Background: an optimization exercise with open tools, aiming at small area. Do not read the settings as production practice.
Where RTL was checked, it was by simulation tests only, not by an equivalence proof against the original.
Only the layout flow was run in runs 1 and 2; the RTL was not checked for function there.
No activity file was given, so power comes from the tool's default toggle rates.

--- flow/design.v ---
package gaps_pkg;
  localparam int LIST_N = 43;
  typedef enum logic [4:0] {
    S_RCLR, S_IDLE, S_CLR1, S_CLR2, S_GCHK, S_NB, S_APPW, S_APP, S_LSW, S_LS, S_UPD,
    S_NXT, S_POPW, S_SCAN, S_REMW, S_REM, S_TR, S_OUT, S_EMW
  } state_t;
endpackage
module gaps_ctrl (
  input  logic       clk,
  input  logic       rst_n,
  input  logic       in_valid,
  output logic       in_ready,
  input  logic       in_func,
  input  logic [2:0] in_cell_row,
  input  logic [2:0] in_cell_col,
  input  logic       in_blocked,
  input  logic [2:0] in_start_row,
  input  logic [2:0] in_start_col,
  input  logic [2:0] in_goal_row,
  input  logic [2:0] in_goal_col,
  output logic       out_valid,
  input  logic       out_ready,
  output logic [2:0] out_path_row,
  output logic [2:0] out_path_col,
  output logic       out_found,
  output logic       out_last,
  input  logic [2:0] cs_head,
  output logic       cs_we,
  output logic [2:0] cs_wd,
  input  logic [6:0] ls_head,
  output logic       ls_we,
  output logic [6:0] ls_wd
);
  localparam logic [5:0] LAST_SLOT = 6'(gaps_pkg::LIST_N - 1);
  gaps_pkg::state_t state_r;
  logic [5:0] ph_r, lp_r, count_r, cur_r, goal_r;
  logic [1:0] d_r;
  logic [6:0] last_r;
  logic       fb_r, flow_r, found_r;
  logic [1:0] dsel;
  logic [5:0] nb;
  logic       nb_off;
  logic       toward;
  logic [5:0] tgt;
  logic       ph_hit;
  logic       lp_wrap;
  logic [5:0] lp_inc;
  logic       lp_end;
  logic       count_zero;
  logic       cs_seen, cs_start;
  logic [5:0] ls_cell;
  logic       ls_f;
  logic       at_goal;
  logic       nb_skip;
  logic       ls_hit;
  logic       upd;
  logic       take;
  assign cs_seen = cs_head[2];
  assign cs_start = !cs_head[2] && cs_head[1];
  assign ls_cell = ls_head[6:1];
  assign ls_f    = ls_head[0];
  assign dsel = (state_r == gaps_pkg::S_TR) ? cs_head[1:0] : d_r;
  always_comb begin
    nb     = cur_r;
    nb_off = 1'b0;
    toward = 1'b0;
    case (dsel)
      2'd0: begin
        nb_off = cur_r[2:0] == 3'd7;
        nb     = {cur_r[5:3], 3'(cur_r[2:0] + 3'd1)};
        toward = goal_r[2:0] > cur_r[2:0];
      end
      2'd1: begin
        nb_off = cur_r[5:3] == 3'd7;
        nb     = {3'(cur_r[5:3] + 3'd1), cur_r[2:0]};
        toward = goal_r[5:3] > cur_r[5:3];
      end
      2'd2: begin
        nb_off = cur_r[2:0] == 3'd0;
        nb     = {cur_r[5:3], 3'(cur_r[2:0] - 3'd1)};
        toward = goal_r[2:0] < cur_r[2:0];
      end
      default: begin
        nb_off = cur_r[5:3] == 3'd0;
        nb     = {3'(cur_r[5:3] - 3'd1), cur_r[2:0]};
        toward = goal_r[5:3] < cur_r[5:3];
      end
    endcase
  end
  always_comb begin
    case (state_r)
      gaps_pkg::S_IDLE:              tgt = {in_cell_row, in_cell_col};
      gaps_pkg::S_NB, gaps_pkg::S_UPD: tgt = nb;
      default:                       tgt = cur_r;
    endcase
  end
  assign ph_hit  = ph_r == tgt;
  assign lp_wrap = lp_r == LAST_SLOT;
  assign lp_inc  = 6'(lp_r + 6'd1);
  assign lp_end  = lp_inc == count_r;
  assign count_zero = count_r == '0;
  assign at_goal = cur_r == goal_r;
  assign nb_skip = !cs_head[2] && (cs_head[1] || cs_head[0]);
  assign ls_hit  = ls_cell == nb;
  assign upd     = (ls_f != fb_r) && toward;
  assign take    = !flow_r || (ls_f == fb_r);
  always_ff @(posedge clk) begin
    ph_r <= 6'(ph_r + 6'd1);
    lp_r <= lp_wrap ? 6'd0 : lp_inc;
    if (!rst_n) begin
      state_r <= gaps_pkg::S_RCLR;
      ph_r    <= '0;
      lp_r    <= '0;
    end else begin
      case (state_r)
        gaps_pkg::S_RCLR: if (&ph_r) state_r <= gaps_pkg::S_IDLE;
        gaps_pkg::S_IDLE: begin
          if (in_valid && in_func) begin
            goal_r  <= {in_goal_row, in_goal_col};
            cur_r   <= {in_start_row, in_start_col};
            count_r <= '0;
            d_r     <= '0;
            fb_r    <= 1'b0;
            found_r <= 1'b1;
            state_r <= gaps_pkg::S_GCHK;
          end
        end
        gaps_pkg::S_CLR1: if (&ph_r) state_r <= gaps_pkg::S_CLR2;
        gaps_pkg::S_CLR2: if (&ph_r) state_r <= gaps_pkg::S_IDLE;
        gaps_pkg::S_GCHK: if (ph_hit) state_r <= at_goal ? gaps_pkg::S_TR : gaps_pkg::S_NB;
        gaps_pkg::S_NB: begin
          if (nb_off) begin
            state_r <= gaps_pkg::S_NXT;
          end else if (ph_hit) begin
            if (nb_skip)      state_r <= gaps_pkg::S_NXT;
            else if (cs_seen) state_r <= gaps_pkg::S_LSW;
            else              state_r <= gaps_pkg::S_APPW;
          end
        end
        gaps_pkg::S_APPW: if (lp_end || (count_zero && lp_wrap)) state_r <= gaps_pkg::S_APP;
        gaps_pkg::S_APP: begin
          count_r <= 6'(count_r + 6'd1);
          state_r <= gaps_pkg::S_NXT;
        end
        gaps_pkg::S_LSW: begin
          if (count_zero)     state_r <= gaps_pkg::S_NXT;
          else if (lp_wrap)   state_r <= gaps_pkg::S_LS;
        end
        gaps_pkg::S_LS: begin
          if (ls_hit)         state_r <= upd ? gaps_pkg::S_UPD : gaps_pkg::S_NXT;
          else if (lp_end)    state_r <= gaps_pkg::S_NXT;
        end
        gaps_pkg::S_UPD: if (ph_hit) state_r <= gaps_pkg::S_NXT;
        gaps_pkg::S_NXT: begin
          d_r <= 2'(d_r + 2'd1);
          if (d_r != 2'd3) begin
            state_r <= gaps_pkg::S_NB;
          end else if (count_zero) begin
            cur_r   <= '0;
            found_r <= 1'b0;
            state_r <= gaps_pkg::S_OUT;
          end else begin
            state_r <= gaps_pkg::S_POPW;
          end
        end
        gaps_pkg::S_POPW: begin
          flow_r <= 1'b0;
          if (lp_wrap) state_r <= gaps_pkg::S_SCAN;
        end
        gaps_pkg::S_SCAN: begin
          flow_r <= flow_r || (ls_f == fb_r);
          if (lp_end) begin
            last_r  <= ls_head;
            state_r <= gaps_pkg::S_REMW;
          end
        end
        gaps_pkg::S_REMW: if (lp_wrap) state_r <= gaps_pkg::S_REM;
        gaps_pkg::S_REM: begin
          if (take) begin
            cur_r   <= ls_cell;
            count_r <= 6'(count_r - 6'd1);
            fb_r    <= fb_r ^ !flow_r;
            state_r <= gaps_pkg::S_GCHK;
          end
        end
        gaps_pkg::S_TR: begin
          if (ph_hit) begin
            if (cs_start) begin
              state_r <= gaps_pkg::S_OUT;
            end else begin
              d_r   <= cs_head[1:0] ^ 2'd2;
              cur_r <= nb;
            end
          end
        end
        gaps_pkg::S_OUT: begin
          if (out_ready) begin
            if (out_last) begin
              state_r <= gaps_pkg::S_CLR1;
            end else begin
              cur_r   <= nb;
              state_r <= gaps_pkg::S_EMW;
            end
          end
        end
        gaps_pkg::S_EMW: begin
          if (ph_hit) begin
            d_r     <= cs_head[1:0];
            state_r <= gaps_pkg::S_OUT;
          end
        end
        default: state_r <= gaps_pkg::S_RCLR;
      endcase
    end
  end
  always_comb begin
    cs_we = 1'b0;
    cs_wd = '0;
    case (state_r)
      gaps_pkg::S_RCLR: cs_we = 1'b1;
      gaps_pkg::S_IDLE: begin
        cs_we = in_valid && !in_func && ph_hit;
        cs_wd = {2'b00, in_blocked};
      end
      gaps_pkg::S_GCHK: begin
        cs_we = ph_hit && !cs_head[2];
        cs_wd = {2'b01, cs_head[0]};
      end
      gaps_pkg::S_CLR1, gaps_pkg::S_CLR2: begin
        cs_we = 1'b1;
        cs_wd = {2'b00, !cs_head[2] && cs_head[0]};
      end
      gaps_pkg::S_NB: begin
        cs_we = ph_hit && !nb_off && !nb_skip && !cs_seen;
        cs_wd = {1'b1, d_r ^ 2'd2};
      end
      gaps_pkg::S_UPD: begin
        cs_we = ph_hit;
        cs_wd = {1'b1, d_r ^ 2'd2};
      end
      gaps_pkg::S_TR: begin
        cs_we = ph_hit && !cs_start;
        cs_wd = {1'b1, d_r};
      end
      default: cs_we = 1'b0;
    endcase
  end
  always_comb begin
    ls_we = 1'b0;
    ls_wd = {nb, fb_r};
    case (state_r)
      gaps_pkg::S_APP: begin
        ls_we = 1'b1;
        ls_wd = {nb, fb_r ^ !toward};
      end
      gaps_pkg::S_LS:  ls_we = ls_hit && upd;
      gaps_pkg::S_REM: begin
        ls_we = take;
        ls_wd = last_r;
      end
      default: ls_we = 1'b0;
    endcase
  end
  assign in_ready     = (state_r == gaps_pkg::S_IDLE) && (in_func || ph_hit);
  assign out_valid    = state_r == gaps_pkg::S_OUT;
  assign out_path_row = cur_r[5:3];
  assign out_path_col = cur_r[2:0];
  assign out_found    = found_r;
  assign out_last     = !found_r || at_goal;
endmodule
module gaps_dp #(
  parameter int W = 3,
  parameter int N = 64
) (
  input  logic         clk,
  input  logic         we,
  input  logic [W-1:0] wd,
  output logic [W-1:0] head
);
  logic [N*W-1:0] ring_r;
  always_ff @(posedge clk) begin
    ring_r <= {(we ? wd : ring_r[W-1:0]), ring_r[N*W-1:W]};
  end
  assign head = ring_r[W-1:0];
endmodule
module grid_astar_path_search_unit #(
  parameter int GRID_SIDE = 8
) (
  input  logic       clk,
  input  logic       rst_n,
  input  logic       in_valid,
  output logic       in_ready,
  input  logic       in_func,
  input  logic [2:0] in_cell_row,
  input  logic [2:0] in_cell_col,
  input  logic       in_blocked,
  input  logic [2:0] in_start_row,
  input  logic [2:0] in_start_col,
  input  logic [2:0] in_goal_row,
  input  logic [2:0] in_goal_col,
  output logic       out_valid,
  input  logic       out_ready,
  output logic [2:0] out_path_row,
  output logic [2:0] out_path_col,
  output logic       out_found,
  output logic       out_last
);
  logic [2:0] cs_head, cs_wd;
  logic       cs_we;
  logic [6:0] ls_head, ls_wd;
  logic       ls_we;
  gaps_ctrl u_ctrl (
    .clk          (clk),
    .rst_n        (rst_n),
    .in_valid     (in_valid),
    .in_ready     (in_ready),
    .in_func      (in_func),
    .in_cell_row  (in_cell_row),
    .in_cell_col  (in_cell_col),
    .in_blocked   (in_blocked),
    .in_start_row (in_start_row),
    .in_start_col (in_start_col),
    .in_goal_row  (in_goal_row),
    .in_goal_col  (in_goal_col),
    .out_valid    (out_valid),
    .out_ready    (out_ready),
    .out_path_row (out_path_row),
    .out_path_col (out_path_col),
    .out_found    (out_found),
    .out_last     (out_last),
    .cs_head      (cs_head),
    .cs_we        (cs_we),
    .cs_wd        (cs_wd),
    .ls_head      (ls_head),
    .ls_we        (ls_we),
    .ls_wd        (ls_wd)
  );
  gaps_dp #(.W(3), .N(GRID_SIDE * GRID_SIDE)) u_cells (
    .clk  (clk),
    .we   (cs_we),
    .wd   (cs_wd),
    .head (cs_head)
  );
  gaps_dp #(.W(7), .N(gaps_pkg::LIST_N)) u_open (
    .clk  (clk),
    .we   (ls_we),
    .wd   (ls_wd),
    .head (ls_head)
  );
endmodule
--- flow/config.mk ---
export PLATFORM = sky130hd
export DESIGN_NAME = grid_astar_path_search_unit
export DESIGN_NICKNAME = grid_astar_path_search_unit
export VERILOG_FILES = /design/flow/design.v
export SDC_FILE = /design/flow/constraint.sdc
export NUM_CORES = 4
export LEC_CHECK = 0
export ABC_AREA = 1
export ABC_CLOCK_PERIOD_IN_PS = 8000
export CAP_MARGIN = 20
export CORE_MARGIN = 2
export CORE_UTILIZATION = 60
export SLEW_MARGIN = 20
--- flow/constraint.sdc ---
create_clock -name core_clock -period 8.0 [get_ports {clk}]
set_input_delay 1.6000 -clock core_clock [delete_from_list [all_inputs] [get_ports {clk}]]
set_output_delay 1.6000 -clock core_clock [all_outputs]
set_load 0.01 [all_outputs]
--- flow/flow/run.sh ---
#!/bin/bash
# The standard layout (standard.sh, unchanged synthesis) with two ORFS knobs set:
# the port buffers use the smallest buffer cell, and clock tree synthesis
# builds sink clusters without dummy balancing loads.
set -euo pipefail
export BUFFER_PORTS_ARGS="-buffer_cell sky130_fd_sc_hd__buf_1"
export CTS_ARGS="-sink_clustering_enable -repair_clock_nets -dont_use_dummy_load -buf_list sky130_fd_sc_hd__clkbuf_8 -sink_clustering_size 16 -sink_clustering_max_diameter 80"
bash standard.sh finish > flow.log 2>&1
--- flow/standard.sh ---
#!/bin/bash
# synth_recipe.tcl (not shown) runs the flow's synth.tcl, then flattens the netlist and writes it again
# the make line also repeats each setting of config.mk as NAME=value (left out here)
make -C /OpenROAD-flow-scripts/flow DESIGN_CONFIG=/design/flow/config.mk WORK_HOME=/design/flow/orfs CLKGATE_MAP_FILE= SYNTH_SCRIPT=/design/flow/synth_recipe.tcl "${@:-finish}"
==> impl_metrics.tcl, run 1 <==
set metrics [dict create \
    routability_congestion_estimate_from_global_placement 0.947 \
    timing_worst_setup_path_type "reg -> out" \
    synthDominantAreaCellType "sky130_fd_sc_hd__dfxtp_1" \
    cp.arrival_ns 3.46 \
    grt_util_met3 0.0451 \
    number_of_drc_markers_in_iteration_0 409 \
    category_of_cells_accounting_for_the_largest_share_of_critical_path_delay "simple AND/OR/NAND/NOR gates" \
    worstPathBufferInverterCount 2 \
    postSynthAreaPerCell_sq_um 13.2 \
    critical-path-max-stage-delay_ns 0.64 \
    fin_skew_ns 0.0333 \
    vdd_ir_drop_max_mv 0.214 \
    clockRootBuffer "sky130_fd_sc_hd__clkbuf_8" \
    post-synth-top-area-fraction 0.743 \
    ys_seq_elements 540 \
    power.density_cell_area_nw_per_um2 266 \
    avgViaCountPerCell 4.83 \
    antenna_violations_before_repair 1 \
    number_of_global_route_vias_before_repair 6628 \
    cp_max_fo 11 \
    min_path_type "reg -> reg" \
    maxClockFrequency_mhz 198 \
    power.switching_mw 0.752 \
    clock-sinks 540 \
    dp_hpwl_mm 14.1 \
    netlist_top_cells_area "sky130_fd_sc_hd__dfxtp_1, sky130_fd_sc_hd__edfxtp_1, sky130_fd_sc_hd__nand2_1" \
    busiest_layer "met2" \
    first_pass_grt_wire_length_mm 34.5 \
    netlist_instances 1043 \
    outcome "no timing/DRC/antenna violations" \
    clock_insertion_delay_worst_skew_ns 0.56 \
    slowest_cell_on_crit_path "sky130_fd_sc_hd__dfxtp_1" \
    synth_cell_types 46 \
    tritoncts.num_buffers 39 \
    placementRows 55 \
    clockBufferDepth 3 \
    internal-power_mw 3.17 \
    timing.final.max_slew_violations 0 \
    critical_path.startpoint_type "flip-flop" \
    route.final.wire_length_mm 21.4 \
    clkPwrFrac 0.299 \
    synth_sequential_area_ratio 0.808 \
    fin_crit_ns 5.06 \
    fin_hold_ws_ns 0.307 \
    most_instantiated_flip_flop_cell_in_the_synthesis_netlist "sky130_fd_sc_hd__dfxtp_1" \
    final_net_count 1153 \
    report.final.setup_viol 0 \
    cts.repair.resized 0 \
    cts_max_level 2 \
    combinationalPowerShare 0.006 \
    grtUsageTotal 0.183 \
    grt_start_max_net_pins 20 \
    final_layout_size_suffix_gt1_frac 0.0685 \
    post_cts_hold_buffers 0 \
    flow.area_growth_from_synthesis_pct 7.23 \
    global_route.usage.met1 0.260 \
    grt_overflow 0 \
    drtPass1Iterations 5 \
    via_count 6738 \
    fp.dieH_um 155 \
    synth_enable_flop_cells 30 \
    cell_chain_critical_path "nand4_1 -> nand2_2 -> nand2_1 -> inv_1 -> fa_1 -> nand2_1 -> nand3_1 -> nand2_1 -> nand2_1 -> nand2_1 -> nand2_1 -> nor2_2 -> nand4_4 -> a21oi_1 -> buf_1" \
    synth_area_sq_um 13700 \
    ios 34 \
    unrepaired_setup_endpoints_after_global_routing "false" \
    gr-usage-met2 0.276 \
    layout.filler_cells 1696 \
    drc 0 \
    drv_cap 0 \
    yosysWarningCount 3 \
    path_clk_slew_ns 0.11 \
    static_power_due_to_leakage_nw 6.11 \
    worst_slew_margin_rel 0.422 \
    netSwitchingFraction 0.192 \
    cp_data_required_time_ns 6.40 \
    die-width_um 155 \
    drt.antenna.violating_nets 0 \
    synth_async_sr_flop_share 0 \
    core-area_sq_um 22600 \
    synth_fp_nets 1084 \
    insertedDiodeCount 0 \
    final.period_utilization 0.633 \
    tritoncts_clock_tree "done" \
    worstMarginPinSlew_ns 0.860 \
    buffer_ports.inserted 33 \
    post-cts-setup-buffer-count 0 \
    die-area_sq_um 24100 \
    path_common_cell "sky130_fd_sc_hd__nand2_1" \
    routed_wire_per_std_cell_um 15.4 \
    finalHoldViolCount 0 \
    seq_power_share 0.695 \
    start_util 0.609 \
    finalSetupTns_ns 0 \
    worstSetupEndpointType "primary output" \
]
-- power groups by stage --
stage	Sequential, mW	Combinational (mW)	Clock [mW]
2_1_floorplan	2.79	0.0124	0
3_3_place_gp	2.79	0.0223	0
3_5_place_dp	2.79	0.0222	0
4_1_cts	2.73	0.0224	1.23
5_1_grt	2.73	0.0247	1.32
6_report	2.73	0.0222	1.17
-- worst paths after layout --
kind / start / slack, ns / depth (start not counted) / to
setup / recovery: u_ctrl.state_r[4] / 2.94 / 15 / in_ready
hold / removal: u_cells.ring_r[23] / 0.31 / 0 / u_cells.ring_r[20]
setup reg to reg: u_ctrl.state_r[4] / 4.27 / 15 / u_ctrl.cur_r[0]
hold reg to reg: u_cells.ring_r[23] / 0.31 / 0 / u_cells.ring_r[20]
-- worst reg2reg max path, stage by stage (launching register included) --
cell and delay [ns]:
sky130_fd_sc_hd__dfxtp_1 0.64, sky130_fd_sc_hd__nand4_1 0.26, sky130_fd_sc_hd__nand2_2 0.23, sky130_fd_sc_hd__nand2_1 0.10
sky130_fd_sc_hd__inv_1 0.09, sky130_fd_sc_hd__fa_1 0.40, sky130_fd_sc_hd__nand2_1 0.09, sky130_fd_sc_hd__nand3_1 0.09
sky130_fd_sc_hd__nand2_1 0.09, sky130_fd_sc_hd__nand2_1 0.05, sky130_fd_sc_hd__nand2_1 0.05, sky130_fd_sc_hd__nand2_1 0.07
sky130_fd_sc_hd__nor2_2 0.14, sky130_fd_sc_hd__nand4_4 0.20, sky130_fd_sc_hd__a21oi_2 0.44, sky130_fd_sc_hd__o2111a_1 0.45
-- cell type report --
class / count / area (sq um) / share of cell area
flip-flops and latches: 540 / 11100 / 0.754
inverters: 90 / 338 / 0.0229
clock buffers: 39 / 537 / 0.0364
well taps: 285 / 357 / 0.0242
repair buffers: 37 / 154 / 0.0104
multi-input cells: 404 / 2250 / 0.152
-- kinds of logic (layout without fill, tap and decap cells) --
logic type / count (synthesis) / after routing / synth area share
AOI/OAI and AO/OA: 80 / 80 / 0.0370
xor gates and xnor gates: 17 / 17 / 0.0108
adders and majority gates: 17 / 17 / 0.0171
buffers and inverters: 99 / 166 / 0.0289
DFF: 540 / 540 / 0.808
and+or+nand+nor: 290 / 290 / 0.0980
-- registers in the layout, summed over array words and instances, names as in the netlist, 2 cells and up --
name / cells
u_cells.ring_r: 192
u_ctrl.count_r: 6
u_ctrl.goal_r: 6
u_ctrl.lp_r: 6
u_ctrl.last_r: 7
u_ctrl.d_r: 2
u_ctrl.cur_r: 6
u_ctrl.ph_r: 6
u_ctrl.state_r: 5
u_open.ring_r: 301
-- metrics by stage --
step	utilization	std cells	setup WS, ns	power [mW]	area, sq um
4_1_cts	0.653	1395	2.91	3.98	14700
2_1_floorplan	-	1043	3.89	2.80	13700
6_report	0.653	1395	2.94	3.92	14700
3_5_place_dp	0.629	1356	3.48	2.81	14200
3_3_place_gp	0.629	1356	3.49	2.81	14200
5_1_grt	0.653	1395	2.63	4.08	14700
-- cell usage after synthesis (all sizes together) (12+ instances only) --
library cell and count:
nor3 13, inv 90, xor2 12, o21ai 29, nor2 79, ha 14
nand2 134, a21oi 23, nand3 32, edfxtp 30, nand4 24, dfxtp 510
-- placed cells by master, fill, tap and decap left out, drive strengths merged, types with 2 or more instances in the layout --
master / count
o31ai: 2
xor2: 12
a211oi: 2
fa: 3
nand2: 134
o311ai: 2
nor3: 13
nor2: 79
edfxtp: 30
o221ai: 8
o21ai: 29
nand4: 24
a22oi: 3
xnor2: 5
nor4: 5
o2111ai: 2
inv: 90
clkbuf: 39
ha: 14
or2: 2
buf: 37
o21a: 3
o211ai: 2
a21oi: 23
nand3: 32
dfxtp: 510
-- metal layers --
metal / up-vias / share of wire
met1: 3086 / 0.48
met3: 53 / 0.060
li1: 3450 / -
met2: 147 / 0.42
met4: 2 / 0.032
met5: - / 0.00075
==> run 2: changes to the inputs <==
==> flow/flow/run.sh (replaced) <==
#!/bin/bash
# The standard layout (standard.sh, unchanged synthesis) with two ORFS knobs set:
# the port buffers use the smallest buffer cell, and clock tree synthesis
# builds sink clusters without dummy balancing loads.
set -euo pipefail
export BUFFER_PORTS_ARGS="-buffer_cell sky130_fd_sc_hd__buf_1"
export CTS_ARGS="-sink_clustering_enable -repair_clock_nets -dont_use_dummy_load -buf_list sky130_fd_sc_hd__clkbuf_8 -sink_clustering_size 20 -sink_clustering_max_diameter 50"
bash standard.sh finish > flow.log 2>&1
==> impl_metrics.tcl, run 2 <==
set metrics [dict create \
    outcome "no timing/DRC/antenna violations" \
    netlist_top_cells_area "sky130_fd_sc_hd__dfxtp_1, sky130_fd_sc_hd__edfxtp_1, sky130_fd_sc_hd__nand2_1" \
    timing_worst_setup_path_type "reg -> out" \
    ios 34 \
    cp.arrival_ns 3.39 \
    power.density_cell_area_nw_per_um2 265 \
    clockBufferDepth 3 \
    cts_max_level 2 \
    setup_ws_ns 3.01 \
    netlist_top_cells_count "sky130_fd_sc_hd__dfxtp_1, sky130_fd_sc_hd__nand2_1, sky130_fd_sc_hd__inv_1" \
    antenna_violations_before_repair 1 \
    layout_top_registers "u_open.ring_r (301), u_cells.ring_r (192), u_ctrl.last_r (7)" \
    worstRegToRegCells 15 \
    die-area_sq_um 24100 \
    flow.area_growth_from_synthesis_pct 7.13 \
    timing.hold.worst.start "u_cells.ring_r[164]" \
    cts.repair.resized 0 \
    cp_max_fo 11 \
    post-cts-setup-buffer-count 0 \
    drtPass1Iterations 5 \
    dp_worst_setup_slack_ns 3.48 \
    drc 0 \
    combinationalPowerShare 0.006 \
    clock_insertion_delay_worst_skew_ns 0.56 \
    buffer_ports.inserted 33 \
    path_clk_slew_ns 0.10 \
    final_cell_count_no_fill 1394 \
    most_instantiated_flip_flop_cell_in_the_synthesis_netlist "sky130_fd_sc_hd__dfxtp_1" \
    cp_data_required_time_ns 6.40 \
    placementRows 55 \
    post_cts_hold_buffers 0 \
    min_path_type "reg -> reg" \
    synthMostInstantiatedCell "sky130_fd_sc_hd__dfxtp_1" \
    finalHoldViolCount 0 \
    max_flop_register "u_open.ring_r" \
    postSynthAreaPerCell_sq_um 13.2 \
    synth_enable_flop_cells 30 \
    synth_area_sq_um 13700 \
    worstMarginPinSlew_ns 0.859 \
    grtUsageTotal 0.181 \
    dp_hpwl_mm 14.1 \
    crit-reg2reg-capture "u_ctrl.cur_r[4]" \
    grt_overflow 0 \
    first_pass_grt_wire_length_mm 34.1 \
    clockRootBuffer "sky130_fd_sc_hd__clkbuf_8" \
    unrepaired_setup_endpoints_after_global_routing "false" \
    via_count 6714 \
    power.switching_mw 0.743 \
    clock-sinks 540 \
    fin_crit_ns 4.99 \
    static_power_due_to_leakage_nw 6.10 \
    insertedDiodeCount 0 \
    final_layout_size_suffix_gt1_frac 0.0676 \
    finalSetupTns_ns 0 \
    most-common-layout-cells "sky130_fd_sc_hd__dfxtp_1, sky130_fd_sc_hd__nand2_1, sky130_fd_sc_hd__inv_1" \
    post-synth-top-area-fraction 0.743 \
    synth_async_sr_flop_share 0 \
    synth_cell_types 46 \
    number_of_drc_markers_in_iteration_0 406 \
    ys_seq_elements 540 \
    timing.hold.worst_path_depth 0 \
    netlist_instances 1043 \
    internal-power_mw 3.16 \
    layout_commonest_cell "sky130_fd_sc_hd__dfxtp_1" \
    vdd_ir_drop_max_mv 0.287 \
    maxClockFrequency_mhz 200 \
    total_power_mw 3.90 \
    number_of_global_route_vias_before_repair 6583 \
    report.final.setup_viol 0 \
    largest_reg_flops 301 \
    core-area_sq_um 22600 \
    synth_sequential_area_ratio 0.808 \
    worst_slew_margin_rel 0.423 \
    synth_fp_nets 1084 \
    worstHoldEndpoint "u_cells.ring_r[161]" \
    final.period_utilization 0.624 \
    fp.dieH_um 155 \
    avgViaCountPerCell 4.82 \
    fin_skew_ns 0.0845 \
    r2r_start "u_ctrl.state_r[4]" \
    seq_power_share 0.699 \
    route.final.wire_length_mm 21.3 \
    yosysWarningCount 3 \
    layout.filler_cells 1707 \
    clkPwrFrac 0.295 \
    tritoncts_clock_tree "done" \
    drt.antenna.violating_nets 0 \
    post-place-cells 1356 \
    routability_congestion_estimate_from_global_placement 0.947 \
    setup_slack_of_the_worst_register_to_register_path_ns 4.33 \
    start_util 0.609 \
    worstSetupEndpointType "primary output" \
    synthDominantAreaCellType "sky130_fd_sc_hd__dfxtp_1" \
    final_net_count 1152 \
    drv_cap 0 \
    tritoncts.num_buffers 38 \
    routed_wire_per_std_cell_um 15.3 \
    critical_path.startpoint_type "flip-flop" \
    netSwitchingFraction 0.190 \
    grt_start_max_net_pins 21 \
    timing.final.max_slew_violations 0 \
    die-width_um 155 \
]
[run 2: worst max path at each step]
stage | startpoint | end | slack (ns) | cells after the start
2_1_floorplan | in_cell_col[0] | in_ready | 3.89 | 11
5_1_grt | u_ctrl.state_r[1] | in_ready | 2.68 | 17
3_5_place_dp | in_cell_col[0] | in_ready | 3.48 | 13
4_1_cts | u_ctrl.state_r[1] | in_ready | 2.96 | 17
3_3_place_gp | in_cell_col[0] | in_ready | 3.49 | 12
6_report | u_ctrl.state_r[4] | in_ready | 3.01 | 15
[run 2: area by class of cell]
class | instances | area, sq um | share of cell area
sequential | 540 | 11100 | 0.754
multi-input combinational | 404 | 2250 | 0.153
clock buffer | 38 | 523 | 0.0355
tap | 285 | 357 | 0.0242
inverter | 90 | 338 | 0.0229
timing repair buffer | 37 | 154 | 0.0104
[run 2: power by group through the flow]
| stage | clock network [mW] | registers, mW | logic [mW] |
|---|---|---|---|
| finish | 1.15 | 2.73 | 0.0222 |
| floorplan | 0 | 2.79 | 0.0124 |
| global placement | 0 | 2.79 | 0.0223 |
| global route | 1.30 | 2.73 | 0.0247 |
| detailed placement | 0 | 2.79 | 0.0222 |
| CTS | 1.19 | 2.73 | 0.0224 |
[run 2: kinds of logic after synthesis]
group	synth area share
buffers and inverters	0.0289
flip-flops	0.808
AND/OR/NAND/NOR	0.0980
AO/OA/AOI/OAI	0.0370
XOR/XNOR	0.0108
adder cells (fa/ha/maj)	0.0171
[run 2: critical path, stage by stage, from the launching register on]
cell	delay [ns]
sky130_fd_sc_hd__dfxtp_1	0.62
sky130_fd_sc_hd__nand4_1	0.25
sky130_fd_sc_hd__nand2_2	0.22
sky130_fd_sc_hd__nand2_1	0.10
sky130_fd_sc_hd__inv_1	0.09
sky130_fd_sc_hd__fa_1	0.40
sky130_fd_sc_hd__nand2_1	0.09
sky130_fd_sc_hd__nand3_1	0.09
sky130_fd_sc_hd__nand2_1	0.09
sky130_fd_sc_hd__nand2_1	0.05
sky130_fd_sc_hd__nand2_1	0.05
sky130_fd_sc_hd__nand2_1	0.07
sky130_fd_sc_hd__nor2_2	0.14
sky130_fd_sc_hd__nand4_4	0.21
sky130_fd_sc_hd__a21oi_1	0.22
sky130_fd_sc_hd__buf_1	0.17
[run 2: routing by layer]
metal,GRT usage,vias up,share of wire
met5,0,-,0.00061
met4,0.0747,2,0.033
met3,0.0437,53,0.052
met2,0.269,134,0.42
met1,0.257,3084,0.50
li1,-,3441,-
[run 2: stage by stage]
step           area [sq um]  hold slack, ns  utilization
2_1_floorplan         13700           0.310            -
3_3_place_gp          14200           0.311        0.629
3_5_place_dp          14200           0.312        0.629
4_1_cts               14700           0.265        0.653
5_1_grt               14700           0.257        0.653
6_report              14700           0.269        0.653
==> run 3: changes to the inputs <==
--- a/flow/design.v
+++ b/flow/design.v
@@ -2,7 +2,7 @@
   localparam int LIST_N = 43;
   typedef enum logic [4:0] {
     S_RCLR, S_IDLE, S_CLR1, S_CLR2, S_GCHK, S_NB, S_APPW, S_APP, S_LSW, S_LS, S_UPD,
-    S_NXT, S_POPW, S_SCAN, S_REMW, S_REM, S_TR, S_OUT, S_EMW
+    S_NXT, S_POPW, S_SCAN, S_REMW, S_REM, S_TR, S_OUT, S_EMW, S_FAIL
   } state_t;
 endpackage
 module gaps_ctrl (
@@ -36,7 +36,7 @@
   logic [5:0] ph_r, lp_r, count_r, cur_r, goal_r;
   logic [1:0] d_r;
   logic [6:0] last_r;
-  logic       fb_r, flow_r, found_r;
+  logic       fb_r, flow_r;
   logic [1:0] dsel;
   logic [5:0] nb;
   logic       nb_off;
@@ -102,7 +102,7 @@
   assign at_goal = cur_r == goal_r;
   assign nb_skip = !cs_head[2] && (cs_head[1] || cs_head[0]);
   assign ls_hit  = ls_cell == nb;
-  assign upd     = (ls_f != fb_r) && toward;
+  assign upd     = ls_f != fb_r;
   assign take    = !flow_r || (ls_f == fb_r);
   always_ff @(posedge clk) begin
     ph_r <= 6'(ph_r + 6'd1);
@@ -121,7 +121,6 @@
             count_r <= '0;
             d_r     <= '0;
             fb_r    <= 1'b0;
-            found_r <= 1'b1;
             state_r <= gaps_pkg::S_GCHK;
           end
         end
@@ -133,7 +132,7 @@
             state_r <= gaps_pkg::S_NXT;
           end else if (ph_hit) begin
             if (nb_skip)      state_r <= gaps_pkg::S_NXT;
-            else if (cs_seen) state_r <= gaps_pkg::S_LSW;
+            else if (cs_seen) state_r <= toward ? gaps_pkg::S_LSW : gaps_pkg::S_NXT;
             else              state_r <= gaps_pkg::S_APPW;
           end
         end
@@ -156,9 +155,7 @@
           if (d_r != 2'd3) begin
             state_r <= gaps_pkg::S_NB;
           end else if (count_zero) begin
-            cur_r   <= '0;
-            found_r <= 1'b0;
-            state_r <= gaps_pkg::S_OUT;
+            state_r <= gaps_pkg::S_FAIL;
           end else begin
             state_r <= gaps_pkg::S_POPW;
           end
@@ -203,6 +200,7 @@
             end
           end
         end
+        gaps_pkg::S_FAIL: if (out_ready) state_r <= gaps_pkg::S_CLR1;
         gaps_pkg::S_EMW: begin
           if (ph_hit) begin
             d_r     <= cs_head[1:0];
@@ -262,11 +260,11 @@
     endcase
   end
   assign in_ready     = (state_r == gaps_pkg::S_IDLE) && (in_func || ph_hit);
-  assign out_valid    = state_r == gaps_pkg::S_OUT;
-  assign out_path_row = cur_r[5:3];
-  assign out_path_col = cur_r[2:0];
-  assign out_found    = found_r;
-  assign out_last     = !found_r || at_goal;
+  assign out_valid    = (state_r == gaps_pkg::S_OUT) || (state_r == gaps_pkg::S_FAIL);
+  assign out_found    = state_r != gaps_pkg::S_FAIL;
+  assign out_path_row = out_found ? cur_r[5:3] : 3'd0;
+  assign out_path_col = out_found ? cur_r[2:0] : 3'd0;
+  assign out_last     = !out_found || at_goal;
 endmodule
 module gaps_dp #(
   parameter int W = 3,
==> impl_metrics.tcl, run 3 <==
set metrics [dict create \
    outcome "no timing/DRC/antenna violations" \
    synthMostInstantiatedCell "sky130_fd_sc_hd__dfxtp_1" \
    postSynthAreaPerCell_sq_um 13.0 \
    synth_cell_types 47 \
    unrepaired_setup_endpoints_after_global_routing "false" \
    synthDominantAreaCellType "sky130_fd_sc_hd__dfxtp_1" \
    maxClockFrequency_mhz 202 \
    finalHoldViolCount 0 \
    power.density_cell_area_nw_per_um2 313 \
    timing.final.max_slew_violations 0 \
    grt_start_max_net_pins 22 \
    fin_skew_ns 0.0735 \
    routed_wire_per_std_cell_um 15.7 \
    sequential_cell_area_sq_um 11100 \
    finalSetupTns_ns 0 \
    via_count 6828 \
    dp_worst_setup_slack_ns 3.61 \
    drtPass1Iterations 5 \
    drv_cap 0 \
    final_net_count 1165 \
    max_flop_register "u_open.ring_r" \
    most-common-layout-cells "sky130_fd_sc_hd__dfxtp_1, sky130_fd_sc_hd__nand2_1, sky130_fd_sc_hd__inv_1" \
    critical_path.startpoint_type "flip-flop" \
    grtUsageTotal 0.189 \
    final.period_utilization 0.620 \
    worstPathBufferInverterCount 2 \
    multiInputGateArea_sq_um 2270 \
    drt.antenna.violating_nets 0 \
    clkPwrFrac 0.249 \
    vdd_ir_drop_max_mv 0.243 \
    cp.arrival_ns 3.36 \
    layout.filler_cells 1707 \
    internal-power_mw 3.54 \
    antenna_violations_before_repair 0 \
    min_path_type "reg -> reg" \
    synth_enable_flop_cells 29 \
    report.final.setup_viol 0 \
    most_instantiated_flip_flop_cell_in_the_synthesis_netlist "sky130_fd_sc_hd__dfxtp_1" \
    synth_sequential_area_ratio 0.807 \
    start_util 0.608 \
    netlist_instances 1057 \
    ys_seq_elements 539 \
    cts_max_level 2 \
    clockRootBuffer "sky130_fd_sc_hd__clkbuf_8" \
    fin_crit_ns 4.96 \
    total_power_mw 4.60 \
    number_of_global_route_vias_before_repair 6671 \
    ios 34 \
    timing_worst_setup_path_type "reg -> out" \
    die-width_um 155 \
    category_of_cells_accounting_for_the_largest_share_of_critical_path_delay "simple AND/OR/NAND/NOR gates" \
    synth_fp_nets 1098 \
    clock-sinks 539 \
    netlist_top_cells_area "sky130_fd_sc_hd__dfxtp_1, sky130_fd_sc_hd__edfxtp_1, sky130_fd_sc_hd__nand2_1" \
    yosysWarningCount 3 \
    post-synth-top-area-fraction 0.743 \
    path_clk_slew_ns 0.11 \
    fp.dieH_um 155 \
    number_of_drc_markers_in_iteration_0 459 \
    post-cts-setup-buffer-count 0 \
    tritoncts_clock_tree "done" \
    cts.repair.resized 0 \
    netSwitchingFraction 0.230 \
    final_design_area_no_fill_sq_um 14700 \
    first_pass_grt_wire_length_mm 35.2 \
    tritoncts.num_buffers 37 \
    cell_chain_critical_path "nor2_8 -> nand2_4 -> nor2_8 -> nand2_4 -> nand2_4 -> nor2_1 -> fa_1 -> inv_1 -> nand3_1 -> nand3_1 -> nand3_1 -> nand2_1 -> nor2_1 -> nand2_1 -> nor2_4 -> nand2_4 -> a21oi_1 -> buf_1" \
    combinationalPowerShare 0.070 \
    drc 0 \
    post_cts_hold_buffers 0 \
    worstMarginPinSlew_ns 1.05 \
    avgViaCountPerCell 4.85 \
    placementRows 55 \
    die-area_sq_um 24100 \
    flow.area_growth_from_synthesis_pct 7.01 \
    clock_insertion_delay_worst_skew_ns 0.56 \
    core-area_sq_um 22600 \
    worstSetupEndpointType "primary output" \
    worst_slew_margin_rel 0.294 \
    cp_max_fo 10 \
    setup_ws_ns 3.04 \
    power.switching_mw 1.06 \
    final_layout_size_suffix_gt1_frac 0.0624 \
    buffer_ports.inserted 33 \
    largest_reg_flops 301 \
    placement.cell_area_sq_um 14200 \
    synth_area_sq_um 13700 \
    static_power_due_to_leakage_nw 6.10 \
    seq_power_share 0.681 \
    routability_congestion_estimate_from_global_placement 0.914 \
    clockBufferDepth 3 \
    cp_data_required_time_ns 6.40 \
    layout_top_registers "u_open.ring_r (301), u_cells.ring_r (192), u_ctrl.last_r (7)" \
    layout_commonest_cell "sky130_fd_sc_hd__dfxtp_1" \
    grt_overflow 0 \
    critical-path-max-stage-delay_ns 0.53 \
    synth_async_sr_flop_share 0 \
    netlist_top_cells_count "sky130_fd_sc_hd__dfxtp_1, sky130_fd_sc_hd__nand2_1, sky130_fd_sc_hd__inv_1" \
    path_common_cell "sky130_fd_sc_hd__nand2_4" \
    slowest_cell_on_crit_path "sky130_fd_sc_hd__fa_1" \
    route.final.wire_length_mm 22.1 \
    dp_hpwl_mm 14.7 \
    insertedDiodeCount 0 \
]
[run 3: area by class of cell]
type,count,share of cell area
multi-input cells,420,0.155
repair buffers,34,0.00894
inverters,92,0.0235
well taps,285,0.0243
clock buffers,37,0.0347
flip-flops and latches,539,0.754
[run 3: final timing paths]
check	from	to	slack [ns]	cells after the start
worst min-delay path	u_cells.ring_r[157]	u_cells.ring_r[154]	0.29	0
worst min register to register	u_cells.ring_r[157]	u_cells.ring_r[154]	0.29	0
worst max-delay path	u_ctrl.state_r[2]	in_ready	3.04	18
worst max register to register	u_ctrl.state_r[2]	u_ctrl.cur_r[1]	4.19	17
[run 3: kinds of logic (layout without fill, tap and decap cells)]
| family | Yosys count | in the layout | share of synthesized area |
|---|---|---|---|
| flip-flops | 539 | 539 | 0.807 |
| AND/OR/NAND/NOR | 306 | 306 | 0.101 |
| buffers and inverters | 98 | 163 | 0.0277 |
| AO/OA/AOI/OAI | 87 | 87 | 0.0413 |
| adder cells (fa/ha/maj) | 17 | 17 | 0.0171 |
| XOR/XNOR | 10 | 10 | 0.00638 |
[run 3: power by group through the flow]
stage          registers, mW  logic, mW  clock network [mW]
4_1_cts                 3.14      0.321                1.19
6_report                3.13      0.323                1.15
3_5_place_dp            3.19      0.319                   0
5_1_grt                 3.16      0.359                1.28
3_3_place_gp            3.18      0.326                   0
2_1_floorplan           3.14      0.233                   0
[run 3: worst register-to-register path: cells and delay by family (launching register included)]
family,cells,cell delay [ns]
compound gates,1,0.84
simple gates,14,1.56
flops,1,0.42
fa+ha+maj,1,0.53
buf+inv,1,0.04
[run 3: routing by layer]
metal	part of all wire	track usage	routed length, um	up-vias
li1	-	-	-	3474
met2	0.41	0.275	9030	172
met4	0.033	0.0751	726	0
met3	0.057	0.0423	1260	54
met1	0.50	0.277	11100	3128
met5	0	0	0	-
[run 3: stage by stage]
| stage | hold slack, ns | util | instances |
|---|---|---|---|
| 3_5_place_dp | 0.312 | 0.628 | 1370 |
| 6_report | 0.289 | 0.651 | 1407 |
| 2_1_floorplan | 0.310 | - | 1057 |
| 4_1_cts | 0.291 | 0.651 | 1407 |
| 5_1_grt | 0.280 | 0.651 | 1407 |
| 3_3_place_gp | 0.309 | 0.628 | 1370 |
==> run 4: changes to the inputs <==
==> flow/flow/run.sh (replaced) <==
#!/bin/bash
# The standard layout (standard.sh) with three changes:
# - synthesis runs synth_recipe.tcl unchanged except that ABC maps without
#   its buffering and gate sizing steps (flow/synth_nosize.tcl);
# - the port buffers use the smallest buffer cell;
# - clock tree synthesis builds clkbuf_8 sink clusters without dummy loads.
set -euo pipefail
HERE=$(cd "$(dirname "$0")" && pwd)
export BUFFER_PORTS_ARGS="-buffer_cell sky130_fd_sc_hd__buf_1"
export CTS_ARGS="-sink_clustering_enable -repair_clock_nets -dont_use_dummy_load -buf_list sky130_fd_sc_hd__clkbuf_8 -sink_clustering_size 20 -sink_clustering_max_diameter 50"
bash standard.sh finish SYNTH_SCRIPT="$HERE/synth_nosize.tcl" > flow.log 2>&1
==> flow/flow/abc_area_nosize.script (new file) <==
strash
dch
map -B 0.9
topo
stime -c
==> flow/flow/synth_nosize.tcl (new file) <==
# The standard flow's synthesis script (synth_recipe.tcl, sourced unchanged) with one change:
# ABC maps with ORFS's area script minus its buffer/upsize/dnsize steps.
set ::nosize_script [file join [file dirname [file normalize [info script]]] abc_area_nosize.script]
proc abc {args} {
  set i [lsearch -exact $args -script]
  if {$i >= 0} { lset args [expr {$i + 1}] $::nosize_script }
  yosys abc {*}$args
}
source [file join [file dirname [file dirname [file normalize [info script]]]] synth_recipe.tcl]
==> impl_metrics.tcl, run 4 <==
set metrics [dict create \
    slowest_cell_on_crit_path "sky130_fd_sc_hd__fa_1" \
    category_of_cells_accounting_for_the_largest_share_of_critical_path_delay "simple AND/OR/NAND/NOR gates" \
    post-cts-setup-buffer-count 0 \
    ios 34 \
    number_of_global_route_vias_before_repair 6561 \
    clockRootBuffer "sky130_fd_sc_hd__clkbuf_8" \
    postSynthAreaPerCell_sq_um 12.9 \
    grt_start_max_net_pins 22 \
    first_pass_grt_wire_length_mm 34.2 \
    worstHoldEndpoint "u_open.ring_r[18]" \
    setup_slack_of_the_worst_register_to_register_path_ns 3.37 \
    synth_area_sq_um 13500 \
    worstMarginPinSlew_ns 1.09 \
    maxClockFrequency_mhz 173 \
    post-synth-top-area-fraction 0.754 \
    layout.filler_cells 1621 \
    fin_crit_ns 5.79 \
    timing.hold.worst_path_depth 0 \
    routability_congestion_estimate_from_global_placement 0.901 \
    via_count 6759 \
    final.period_utilization 0.724 \
    drc 0 \
    die-width_um 154 \
    core-area_sq_um 22000 \
    routed_wire_per_std_cell_um 15.0 \
    insertedDiodeCount 0 \
    finalHoldViolCount 0 \
    buffer_ports.inserted 33 \
    worstSetupEndpointType "primary output" \
    worst_slew_margin_rel 0.268 \
    grt_overflow 0 \
    route.final.wire_length_mm 21.0 \
    drtPass1Iterations 4 \
    final_net_count 1166 \
    yosysWarningCount 3 \
    cp_data_required_time_ns 6.40 \
    synthDominantAreaCellType "sky130_fd_sc_hd__dfxtp_1" \
    layout_top_registers "u_open.ring_r (301), u_cells.ring_r (192), u_ctrl.last_r (7)" \
    cp_max_fo 10 \
    most-common-layout-cells "sky130_fd_sc_hd__dfxtp_1, sky130_fd_sc_hd__nand2_1, sky130_fd_sc_hd__clkinv_1" \
    power.density_cell_area_nw_per_um2 313 \
    outcome "no timing/DRC/antenna violations" \
    finalSetupTns_ns 0 \
    fin_skew_ns 0.0845 \
    number_of_drc_markers_in_iteration_0 317 \
    timing_worst_setup_path_type "reg -> out" \
    netlist_instances 1051 \
    timing.hold.worst.start "u_open.ring_r[25]" \
    total_power_mw 4.56 \
    synth_cell_types 29 \
    ys_seq_elements 539 \
    grtUsageTotal 0.183 \
    flow.area_growth_from_synthesis_pct 7.41 \
    cell_chain_critical_path "nor2_1 -> nand2_1 -> nor2_1 -> nand2_1 -> nand2_1 -> nor2_1 -> fa_1 -> clkinv_1 -> nand3_1 -> nand3_1 -> nand3_1 -> nand2_1 -> nor2_1 -> nand2_1 -> nor2_1 -> nand2_1 -> a21oi_1 -> buf_1" \
    placementRows 54 \
    critical-path-max-stage-delay_ns 0.55 \
    post_cts_hold_buffers 0 \
    cp.arrival_ns 4.19 \
    timing.final.max_slew_violations 0 \
    tritoncts.num_buffers 37 \
    vdd_ir_drop_max_mv 0.248 \
    report.final.setup_viol 0 \
    die-area_sq_um 23800 \
    synth_sequential_area_ratio 0.819 \
    layout_commonest_cell "sky130_fd_sc_hd__dfxtp_1" \
    unrepaired_setup_endpoints_after_global_routing "false" \
    drv_cap 0 \
    drt.antenna.violating_nets 0 \
    worstPathBufferInverterCount 2 \
    r2r_start "u_ctrl.state_r[3]" \
    synth_enable_flop_cells 29 \
    min_path_type "reg -> reg" \
    static_power_due_to_leakage_nw 5.81 \
    start_util 0.616 \
    avgViaCountPerCell 4.82 \
    cts_max_level 2 \
    fp.dieH_um 154 \
    largest_reg_flops 301 \
    tritoncts_clock_tree "done" \
    clock-sinks 539 \
    path_common_cell "sky130_fd_sc_hd__nand2_1" \
    clock_insertion_delay_worst_skew_ns 0.56 \
    crit-reg2reg-capture "u_open.ring_r[294]" \
    most_instantiated_flip_flop_cell_in_the_synthesis_netlist "sky130_fd_sc_hd__dfxtp_1" \
    cts.repair.resized 0 \
    dp_hpwl_mm 14.0 \
    critical_path.startpoint_type "flip-flop" \
    setup_ws_ns 2.21 \
    max_flop_register "u_open.ring_r" \
    netlist_top_cells_area "sky130_fd_sc_hd__dfxtp_1, sky130_fd_sc_hd__edfxtp_1, sky130_fd_sc_hd__nand2_1" \
    antenna_violations_before_repair 0 \
    synth_fp_nets 1092 \
    dp_worst_setup_slack_ns 2.81 \
    netlist_top_cells_count "sky130_fd_sc_hd__dfxtp_1, sky130_fd_sc_hd__nand2_1, sky130_fd_sc_hd__clkinv_1" \
    final_layout_size_suffix_gt1_frac 0.0392 \
    synthMostInstantiatedCell "sky130_fd_sc_hd__dfxtp_1" \
    worstRegToRegCells 18 \
    path_clk_slew_ns 0.10 \
    clockBufferDepth 3 \
    synth_async_sr_flop_share 0 \
]
[run 4: changes by cell type in the layout (fill, tap and decap cells not counted), sizes merged]
| cell | before | now |
|---|---|---|
| buf | 34 | 35 |
| clkinv | 1 | 92 |
| inv | 91 | 0 |
[run 4: worst max-delay path by stage]
stage / startpoint / endpoint / slack (ns) / depth (start not counted)
global route: u_ctrl.state_r[3] / in_ready / 1.76 / 19
global placement: u_ctrl.state_r[2] / in_ready / 2.87 / 18
floorplan: u_ctrl.state_r[2] / in_ready / 3.55 / 17
detailed placement: u_ctrl.state_r[3] / in_ready / 2.81 / 18
CTS: u_ctrl.state_r[3] / in_ready / 2.26 / 18
finish: u_ctrl.state_r[3] / in_ready / 2.21 / 18
[run 4: where the power goes]
| part | leakage [nW] | total [mW] | internal [mW] | switching, mW |
|---|---|---|---|---|
| Combinational | 1.10 | 0.297 | 0.0870 | 0.210 |
| Clock | 0.266 | 1.14 | 0.417 | 0.718 |
| Sequential | 4.44 | 3.12 | 3.03 | 0.0934 |
| Total | 5.81 | 4.56 | 3.53 | 1.02 |
[run 4: routing by layer]
layer | GRT usage | wire (um) | vias to the layer above
met2 | 0.271 | 8670 | 165
met4 | 0.0672 | 514 | 0
met1 | 0.270 | 10700 | 3061
met5 | 0 | 0 | -
met3 | 0.0353 | 1070 | 40
li1 | - | - | 3493
[run 4: cell type report]
class | instances | area, sq um | share of cell area
multi-input cells | 420 | 2120 | 0.146
clock buffers | 37 | 509 | 0.0350
inverters | 92 | 345 | 0.0238
well taps | 280 | 350 | 0.0241
repair buffers | 35 | 139 | 0.00955
flip-flops and latches | 539 | 11100 | 0.762
[run 4: cells by family after synthesis]
| group | Yosys count | synth area share |
|---|---|---|
| XOR/XNOR | 10 | 0.00647 |
| buffers and inverters | 92 | 0.0255 |
| adder cells (fa/ha/maj) | 17 | 0.0174 |
| flip-flops | 539 | 0.819 |
| AO/OA/AOI/OAI | 87 | 0.0394 |
| AND/OR/NAND/NOR | 306 | 0.0927 |
[run 4: per-stage QoR]
stage / hold slack (ns) / util / area, sq um / cells
final: 0.291 / 0.662 / 14500 / 1403
after global routing: 0.285 / 0.662 / 14500 / 1403
after CTS: 0.285 / 0.662 / 14500 / 1403
after detailed placement: 0.312 / 0.639 / 14000 / 1366
after global placement: 0.310 / 0.639 / 14000 / 1366
after floorplan: 0.310 / - / 13500 / 1051
==> run 5: changes to the inputs <==
==> flow/flow/run.sh (replaced) <==
#!/bin/bash
# The standard layout (standard.sh) with three changes:
# - synthesis runs synth_recipe.tcl unchanged except that ABC maps with an
#   area-oriented script (flow/synth_amap.tcl, flow/abc_area_amap.script);
# - the port buffers use the smallest buffer cell;
# - clock tree synthesis builds clkbuf_8 sink clusters without dummy loads.
set -euo pipefail
HERE=$(cd "$(dirname "$0")" && pwd)
export BUFFER_PORTS_ARGS="-buffer_cell sky130_fd_sc_hd__buf_1"
export CTS_ARGS="-sink_clustering_enable -repair_clock_nets -dont_use_dummy_load -buf_list sky130_fd_sc_hd__clkbuf_8 -sink_clustering_size 20 -sink_clustering_max_diameter 50"
bash standard.sh finish SYNTH_SCRIPT="$HERE/synth_amap.tcl" > flow.log 2>&1
==> flow/flow/abc_area_amap.script (new file) <==
strash
ifraig
dc2
strash
dch -f
amap
==> flow/flow/synth_amap.tcl (new file) <==
# The standard flow's synthesis script (synth_recipe.tcl, sourced unchanged) with one change:
# ABC maps for area with amap (flow/abc_area_amap.script) in place of ORFS's
# area script, which also buffers and upsizes gates.
set ::amap_script [file join [file dirname [file normalize [info script]]] abc_area_amap.script]
proc abc {args} {
  set i [lsearch -exact $args -script]
  if {$i >= 0} { lset args [expr {$i + 1}] $::amap_script }
  yosys abc {*}$args
}
source [file join [file dirname [file dirname [file normalize [info script]]]] synth_recipe.tcl]
removed: flow/flow/abc_area_nosize.script
removed: flow/flow/synth_nosize.tcl
==> impl_metrics.tcl, run 5 <==
set metrics [dict create \
    outcome "no timing/DRC/antenna violations" \
    critical-path-max-stage-delay_ns 0.55 \
    routed_wire_per_std_cell_um 17.7 \
    cts_max_level 2 \
    buffer_ports.inserted 33 \
    drtPass1Iterations 5 \
    timing.hold.worst_path_depth 0 \
    r2r_start "u_ctrl.state_r[2]" \
    timing.final.max_slew_violations 0 \
    drc 0 \
    post-synth-top-area-fraction 0.779 \
    path_common_cell "sky130_fd_sc_hd__clkinv_1" \
    cp_max_fo 7 \
    static_power_due_to_leakage_nw 5.42 \
    core-area_sq_um 21600 \
    via_count 6462 \
    report.final.setup_viol 0 \
    drv_cap 0 \
    worst_slew_margin_rel 0.530 \
    postSynthAreaPerCell_sq_um 14.5 \
    layout_top_registers "u_open.ring_r (301), u_cells.ring_r (192), u_ctrl.last_r (7)" \
    worstMarginPinSlew_ns 0.687 \
    worstSetupEndpointType "primary output" \
    timing.hold.worst.start "u_open.ring_r[106]" \
    worstRegToRegCells 18 \
    cp.arrival_ns 5.63 \
    power.density_cell_area_nw_per_um2 344 \
    tritoncts.num_buffers 35 \
    yosysWarningCount 3 \
    cp_data_required_time_ns 6.40 \
    finalSetupTns_ns 0 \
    number_of_global_route_vias_before_repair 6386 \
    netSwitchingFraction 0.237 \
    grt_start_max_net_pins 22 \
    netlist_top_cells_area "sky130_fd_sc_hd__dfxtp_1, sky130_fd_sc_hd__edfxtp_1, sky130_fd_sc_hd__nor2_1" \
    final.period_utilization 0.904 \
    post_cts_hold_buffers 0 \
    routability_congestion_estimate_from_global_placement 0.844 \
    clock_insertion_delay_worst_skew_ns 0.56 \
    synth_area_sq_um 13100 \
    fp.dieH_um 152 \
    combinationalPowerShare 0.089 \
    maxClockFrequency_mhz 138 \
    path_clk_slew_ns 0.11 \
    multiInputGateArea_sq_um 1810 \
    final_net_count 1019 \
    clockRootBuffer "sky130_fd_sc_hd__clkbuf_8" \
    unrepaired_setup_endpoints_after_global_routing "false" \
    grt_overflow 0 \
    most_instantiated_flip_flop_cell_in_the_synthesis_netlist "sky130_fd_sc_hd__dfxtp_1" \
    placementRows 54 \
    slowest_cell_on_crit_path "sky130_fd_sc_hd__nor3_1" \
    ys_seq_elements 539 \
    dp_hpwl_mm 15.0 \
    largest_reg_flops 301 \
    antenna_violations_before_repair 0 \
    timing_worst_setup_path_type "reg -> out" \
    netlist_instances 905 \
    first_pass_grt_wire_length_mm 34.7 \
    fin_skew_ns 0.0931 \
    tritoncts_clock_tree "done" \
    post-cts-setup-buffer-count 0 \
    vdd_ir_drop_max_mv 0.291 \
    start_util 0.606 \
    synth_sequential_area_ratio 0.846 \
    seq_power_share 0.682 \
    synth_fp_nets 946 \
    insertedDiodeCount 0 \
    netlist_top_cells_count "sky130_fd_sc_hd__dfxtp_1, sky130_fd_sc_hd__nor2_1, sky130_fd_sc_hd__clkinv_1" \
    final_layout_size_suffix_gt1_frac 0.0410 \
    synth_enable_flop_cells 29 \
    route.final.wire_length_mm 22.2 \
    synth_async_sr_flop_share 0 \
    clock-sinks 539 \
    synthDominantAreaCellType "sky130_fd_sc_hd__dfxtp_1" \
    finalHoldViolCount 0 \
    ios 34 \
    clkPwrFrac 0.229 \
    drt.antenna.violating_nets 0 \
    sequential_cell_area_sq_um 11100 \
    number_of_drc_markers_in_iteration_0 341 \
    clockBufferDepth 3 \
    layout_commonest_cell "sky130_fd_sc_hd__dfxtp_1" \
    avgViaCountPerCell 5.14 \
    grtUsageTotal 0.199 \
    die-area_sq_um 23000 \
    synth_cell_types 39 \
    critical_path.startpoint_type "flip-flop" \
    power.switching_mw 1.15 \
    internal-power_mw 3.70 \
    max_flop_register "u_open.ring_r" \
    cts.repair.resized 0 \
    cell_chain_critical_path "clkinv_1 -> nand3_1 -> nor3_2 -> clkinv_1 -> a21oi_1 -> clkinv_1 -> nor2_1 -> fa_1 -> o22ai_1 -> clkinv_1 -> a222oi_1 -> o21ai_0 -> a2111oi_0 -> o211ai_1 -> nor3_1 -> nor2_1 -> nor2_1 -> buf_1" \
    die-width_um 152 \
    most-common-layout-cells "sky130_fd_sc_hd__dfxtp_1, sky130_fd_sc_hd__nor2_1, sky130_fd_sc_hd__clkinv_1" \
    fin_util 0.652 \
    fin_crit_ns 7.23 \
    layout.filler_cells 1471 \
    worst_setup_path_startpoint "u_ctrl.state_r[2]" \
    flow.area_growth_from_synthesis_pct 7.55 \
    min_path_type "reg -> reg" \
    synthMostInstantiatedCell "sky130_fd_sc_hd__dfxtp_1" \
]
==> run 5: cell types whose count changed after synthesis, sizes merged, moves of 7 or more <==
cell    before  now
a211oi       2   11
a21oi       27   19
a222oi       0    7
clkinv      92   59
nand2      148   25
nand3       54   11
nor2        83   76
o211ai      11    4
o21ai       27   34
o22ai        0   26
xor2         7    0
==> run 5: area by class of cell <==
| type | count | share of cell area |
|---|---|---|
| clock buffer | 35 | 0.0342 |
| timing repair buffer | 36 | 0.0104 |
| multi-input combinational | 307 | 0.129 |
| inverter | 59 | 0.0157 |
| tap | 280 | 0.0249 |
| sequential | 539 | 0.786 |
==> run 5: metrics by stage <==
step	instances	instance area [sq um]	hold slack, ns	total power [mW]	setup WS [ns]
2_1_floorplan	905	13100	0.310	3.58	2.34
3_3_place_gp	1221	13600	0.310	3.77	1.21
3_5_place_dp	1221	13600	0.312	3.78	1.07
4_1_cts	1256	14100	0.266	4.89	0.473
5_1_grt	1256	14100	0.267	5.06	0.0560
6_report	1256	14100	0.285	4.85	0.769
==> run 5: cell families (layout without fill, tap and decap cells) <==
| kind of cell | after synthesis | after routing | share of synthesized area |
|---|---|---|---|
| buffers and inverters | 59 | 130 | 0.0169 |
| XOR/XNOR | 1 | 1 | 0.000668 |
| adder cells (fa/ha/maj) | 17 | 17 | 0.0179 |
| AND/OR/NAND/NOR | 155 | 155 | 0.0522 |
| AO/OA/AOI/OAI | 134 | 134 | 0.0667 |
| flip-flops | 539 | 539 | 0.846 |
==> run 5: path summary, 6_finish.rpt <==
| kind | endpoint | slack, ns |
|---|---|---|
| min | u_open.ring_r[99] | 0.29 |
| max | in_ready | 0.77 |
| max reg2reg | u_ctrl.cur_r[4] | 1.89 |
| min reg2reg | u_open.ring_r[99] | 0.29 |
==> run 5: power by group through the flow <==
stage                     clock, mW  sequential (mW)  combinational, mW
after global routing           1.23             3.35              0.477
after global placement            0             3.34              0.426
after detailed placement          0             3.36              0.421
after floorplan                   0             3.29              0.292
final                          1.11             3.31              0.430
after CTS                      1.14             3.32              0.423
==> run 5: per-layer routing <==
metal | GRT usage | vias up | wire, um
li1 | - | 3176 | -
met1 | 0.279 | 3049 | 10300
met2 | 0.315 | 203 | 10200
met3 | 0.0419 | 34 | 1270
met4 | 0.0588 | 0 | 403
met5 | 0 | - | 0
==> run 5: critical path: cells and delay by family, from the launching register on <==
kind                     cells  cell delay, ns
flip-flops                   1            0.39
AND/OR/NAND/NOR              6            1.50
AO/OA/AOI/OAI                6            1.80
adder cells (fa/ha/maj)      1            0.42
buffers and inverters        5            0.98
==> run 6: changes to the inputs <==
--- a/flow/design.v
+++ b/flow/design.v
@@ -31,7 +31,14 @@
   output logic       ls_we,
   output logic [6:0] ls_wd
 );
-  localparam logic [5:0] LAST_SLOT = 6'(gaps_pkg::LIST_N - 1);
+  localparam logic [5:0] SEQ_63 = 6'd32;
+  localparam logic [5:0] SEQ_42 = 6'd29;
+  function automatic logic [5:0] seq_next(logic [5:0] v);
+    seq_next = {v[4:0], v[5] ^ v[4] ^ (v[4:0] == 5'd0)};
+  endfunction
+  function automatic logic [5:0] seq_prev(logic [5:0] v);
+    seq_prev = {v[0] ^ v[5] ^ (v[5:1] == 5'd0), v[5:1]};
+  endfunction
   gaps_pkg::state_t state_r;
   logic [5:0] ph_r, lp_r, count_r, cur_r, goal_r;
   logic [1:0] d_r;
@@ -95,8 +102,8 @@
     endcase
   end
   assign ph_hit  = ph_r == tgt;
-  assign lp_wrap = lp_r == LAST_SLOT;
-  assign lp_inc  = 6'(lp_r + 6'd1);
+  assign lp_wrap = lp_r == SEQ_42;
+  assign lp_inc  = seq_next(lp_r);
   assign lp_end  = lp_inc == count_r;
   assign count_zero = count_r == '0;
   assign at_goal = cur_r == goal_r;
@@ -105,7 +112,7 @@
   assign upd     = ls_f != fb_r;
   assign take    = !flow_r || (ls_f == fb_r);
   always_ff @(posedge clk) begin
-    ph_r <= 6'(ph_r + 6'd1);
+    ph_r <= seq_next(ph_r);
     lp_r <= lp_wrap ? 6'd0 : lp_inc;
     if (!rst_n) begin
       state_r <= gaps_pkg::S_RCLR;
@@ -113,7 +120,7 @@
       lp_r    <= '0;
     end else begin
       case (state_r)
-        gaps_pkg::S_RCLR: if (&ph_r) state_r <= gaps_pkg::S_IDLE;
+        gaps_pkg::S_RCLR: if (ph_r == SEQ_63) state_r <= gaps_pkg::S_IDLE;
         gaps_pkg::S_IDLE: begin
           if (in_valid && in_func) begin
             goal_r  <= {in_goal_row, in_goal_col};
@@ -124,8 +131,8 @@
             state_r <= gaps_pkg::S_GCHK;
           end
         end
-        gaps_pkg::S_CLR1: if (&ph_r) state_r <= gaps_pkg::S_CLR2;
-        gaps_pkg::S_CLR2: if (&ph_r) state_r <= gaps_pkg::S_IDLE;
+        gaps_pkg::S_CLR1: if (ph_r == SEQ_63) state_r <= gaps_pkg::S_CLR2;
+        gaps_pkg::S_CLR2: if (ph_r == SEQ_63) state_r <= gaps_pkg::S_IDLE;
         gaps_pkg::S_GCHK: if (ph_hit) state_r <= at_goal ? gaps_pkg::S_TR : gaps_pkg::S_NB;
         gaps_pkg::S_NB: begin
           if (nb_off) begin
@@ -138,7 +145,7 @@
         end
         gaps_pkg::S_APPW: if (lp_end || (count_zero && lp_wrap)) state_r <= gaps_pkg::S_APP;
         gaps_pkg::S_APP: begin
-          count_r <= 6'(count_r + 6'd1);
+          count_r <= seq_next(count_r);
           state_r <= gaps_pkg::S_NXT;
         end
         gaps_pkg::S_LSW: begin
@@ -175,7 +182,7 @@
         gaps_pkg::S_REM: begin
           if (take) begin
             cur_r   <= ls_cell;
-            count_r <= 6'(count_r - 6'd1);
+            count_r <= seq_prev(count_r);
             fb_r    <= fb_r ^ !flow_r;
             state_r <= gaps_pkg::S_GCHK;
           end
==> impl_metrics.tcl, run 6 <==
set metrics [dict create \
    outcome "no timing/DRC/antenna violations" \
    via_count 6333 \
    drv_cap 0 \
    worstMarginPinSlew_ns 1.13 \
    max_flop_register "u_open.ring_r" \
    start_util 0.615 \
    number_of_drc_markers_in_iteration_0 441 \
    critical-path-max-stage-delay_ns 0.55 \
    synth_async_sr_flop_share 0 \
    cp.arrival_ns 5.67 \
    insertedDiodeCount 0 \
    routed_wire_per_std_cell_um 17.6 \
    static_power_due_to_leakage_nw 5.40 \
    post_cts_hold_buffers 0 \
    final_design_area_no_fill_sq_um 14000 \
    maxClockFrequency_mhz 138 \
    final_cell_count_no_fill 1238 \
    report.final.setup_viol 0 \
    tritoncts_clock_tree "done" \
    antenna_violations_before_repair 0 \
    netlist_instances 890 \
    cts_max_level 2 \
    worstHoldEndpoint "u_open.ring_r[282]" \
    most-common-layout-cells "sky130_fd_sc_hd__dfxtp_1, sky130_fd_sc_hd__clkinv_1, sky130_fd_sc_hd__nor2_1" \
    drt.antenna.violating_nets 0 \
    clock_insertion_delay_worst_skew_ns 0.57 \
    timing.hold.worst_path_depth 0 \
    final.period_utilization 0.909 \
    worst_setup_path_startpoint "u_ctrl.state_r[3]" \
    timing.final.max_slew_violations 0 \
    largest_reg_flops 301 \
    tritoncts.num_buffers 36 \
    buffer_ports.inserted 33 \
    most_instantiated_flip_flop_cell_in_the_synthesis_netlist "sky130_fd_sc_hd__dfxtp_1" \
    dp_worst_setup_slack_ns 1.11 \
    synthDominantAreaCellType "sky130_fd_sc_hd__dfxtp_1" \
    fp.dieH_um 151 \
    netlist_top_cells_count "sky130_fd_sc_hd__dfxtp_1, sky130_fd_sc_hd__clkinv_1, sky130_fd_sc_hd__nor2_1" \
    final_net_count 1001 \
    routability_congestion_estimate_from_global_placement 0.890 \
    r2r_start "u_ctrl.state_r[3]" \
    vdd_ir_drop_max_mv 0.219 \
    finalSetupTns_ns 0 \
    final_layout_size_suffix_gt1_frac 0.0436 \
    ys_seq_elements 539 \
    path_clk_slew_ns 0.11 \
    fin_crit_ns 7.27 \
    min_path_type "reg -> reg" \
    drc 0 \
]
==> run 6: stage by stage <==
| step | hold slack (ns) | util |
|---|---|---|
| after floorplan | 0.310 | - |
| after global placement | 0.310 | 0.638 |
| after detailed placement | 0.312 | 0.638 |
| after CTS | 0.268 | 0.662 |
| after global routing | 0.269 | 0.662 |
| final | 0.265 | 0.662 |
==> run 6: kinds of logic after synthesis <==
| family | after synthesis | synth area share |
|---|---|---|
| flops | 539 | 0.852 |
| simple gates | 145 | 0.0506 |
| compound gates | 121 | 0.0640 |
| buf+inv | 73 | 0.0211 |
| fa+ha+maj | 12 | 0.0127 |
==> run 6: report_power, final <==
group / total [mW] / leakage, nW / internal [mW] / switching (mW)
Clock: 1.12 / 0.259 / 0.407 / 0.710
Sequential: 3.30 / 4.43 / 3.16 / 0.134
Combinational: 0.443 / 0.713 / 0.148 / 0.295
==> run 6: cell type report <==
type | instances | area share
sequential | 539 | 0.791
tap | 275 | 0.0246
multi-input combinational | 278 | 0.119
timing repair buffer | 37 | 0.0108
inverter | 73 | 0.0196
clock buffer | 36 | 0.0354
==> run 6: worst reg2reg max path, cell delays in order, from the launching register on <==
cell and delay, ns:
sky130_fd_sc_hd__dfxtp_1 0.38, sky130_fd_sc_hd__clkinv_1 0.10, sky130_fd_sc_hd__nand3_1 0.16, sky130_fd_sc_hd__nor3_2 0.34, sky130_fd_sc_hd__clkinv_1 0.24, sky130_fd_sc_hd__o22ai_1 0.49
sky130_fd_sc_hd__clkinv_1 0.28, sky130_fd_sc_hd__nor2_1 0.21, sky130_fd_sc_hd__fa_1 0.41, sky130_fd_sc_hd__o22ai_1 0.27, sky130_fd_sc_hd__clkinv_1 0.17, sky130_fd_sc_hd__a222oi_1 0.35
sky130_fd_sc_hd__nor2_1 0.07, sky130_fd_sc_hd__a2111oi_0 0.48, sky130_fd_sc_hd__o211ai_1 0.17, sky130_fd_sc_hd__a211oi_1 0.55, sky130_fd_sc_hd__nor2_1 0.17, sky130_fd_sc_hd__a221oi_1 0.44
sky130_fd_sc_hd__buf_2 0.27
==> run 6: layer usage <==
metal	vias to the layer above	track usage	wire, um
met5	-	0	0
met3	44	0.0380	1160
li1	3114	-	-
met4	0	0.0565	460
met1	2997	0.274	10400
met2	178	0.309	9730
==> run 6: how the worst max path moves through the flow <==
stage                     slack, ns       end  cells past startpoint
final                          0.73  in_ready                     18
after global routing           0.23  in_ready                     18
after CTS                      0.49  in_ready                     18
after detailed placement       1.11  in_ready                     18
after global placement         1.38  in_ready                     18
after floorplan                2.41  in_ready                     16

## port drivers added, routing unchanged
How much do the figures lean on ideal ports? The routed layouts below were timed once more, with nothing changed but the port constraints. Step 1 sets driving cells, clkbuf_16 on the clock port and buf_2 on the other inputs (assumed; they add their load-dependent delay and slew). Step 2 times the ports against the registers' clock, not the clock port: input delays grow and output delays shrink by t, the midpoint of the rising clock arrivals with the driver on. Slacks: no drivers / after step 1 / after step 2; pairs: no drivers / after step 1.
| run | t (ns) | setup WS [ns] |
|---|---|---|
| run 1 | 0.583 | 2.939 / 2.898 / 3.466 |
| run 2 | 0.559 | 3.008 / 2.967 / 3.467 |
| run 3 | 0.567 | 3.040 / 2.996 / 3.563 |
| run 4 | 0.562 | 2.207 / 2.162 / 2.724 |
| run 5 | 0.559 | 0.769 / 0.726 / 1.286 |
| run 6 | 0.560 | 0.730 / 0.688 / 1.249 |
After both steps every run listed still meets setup and hold.
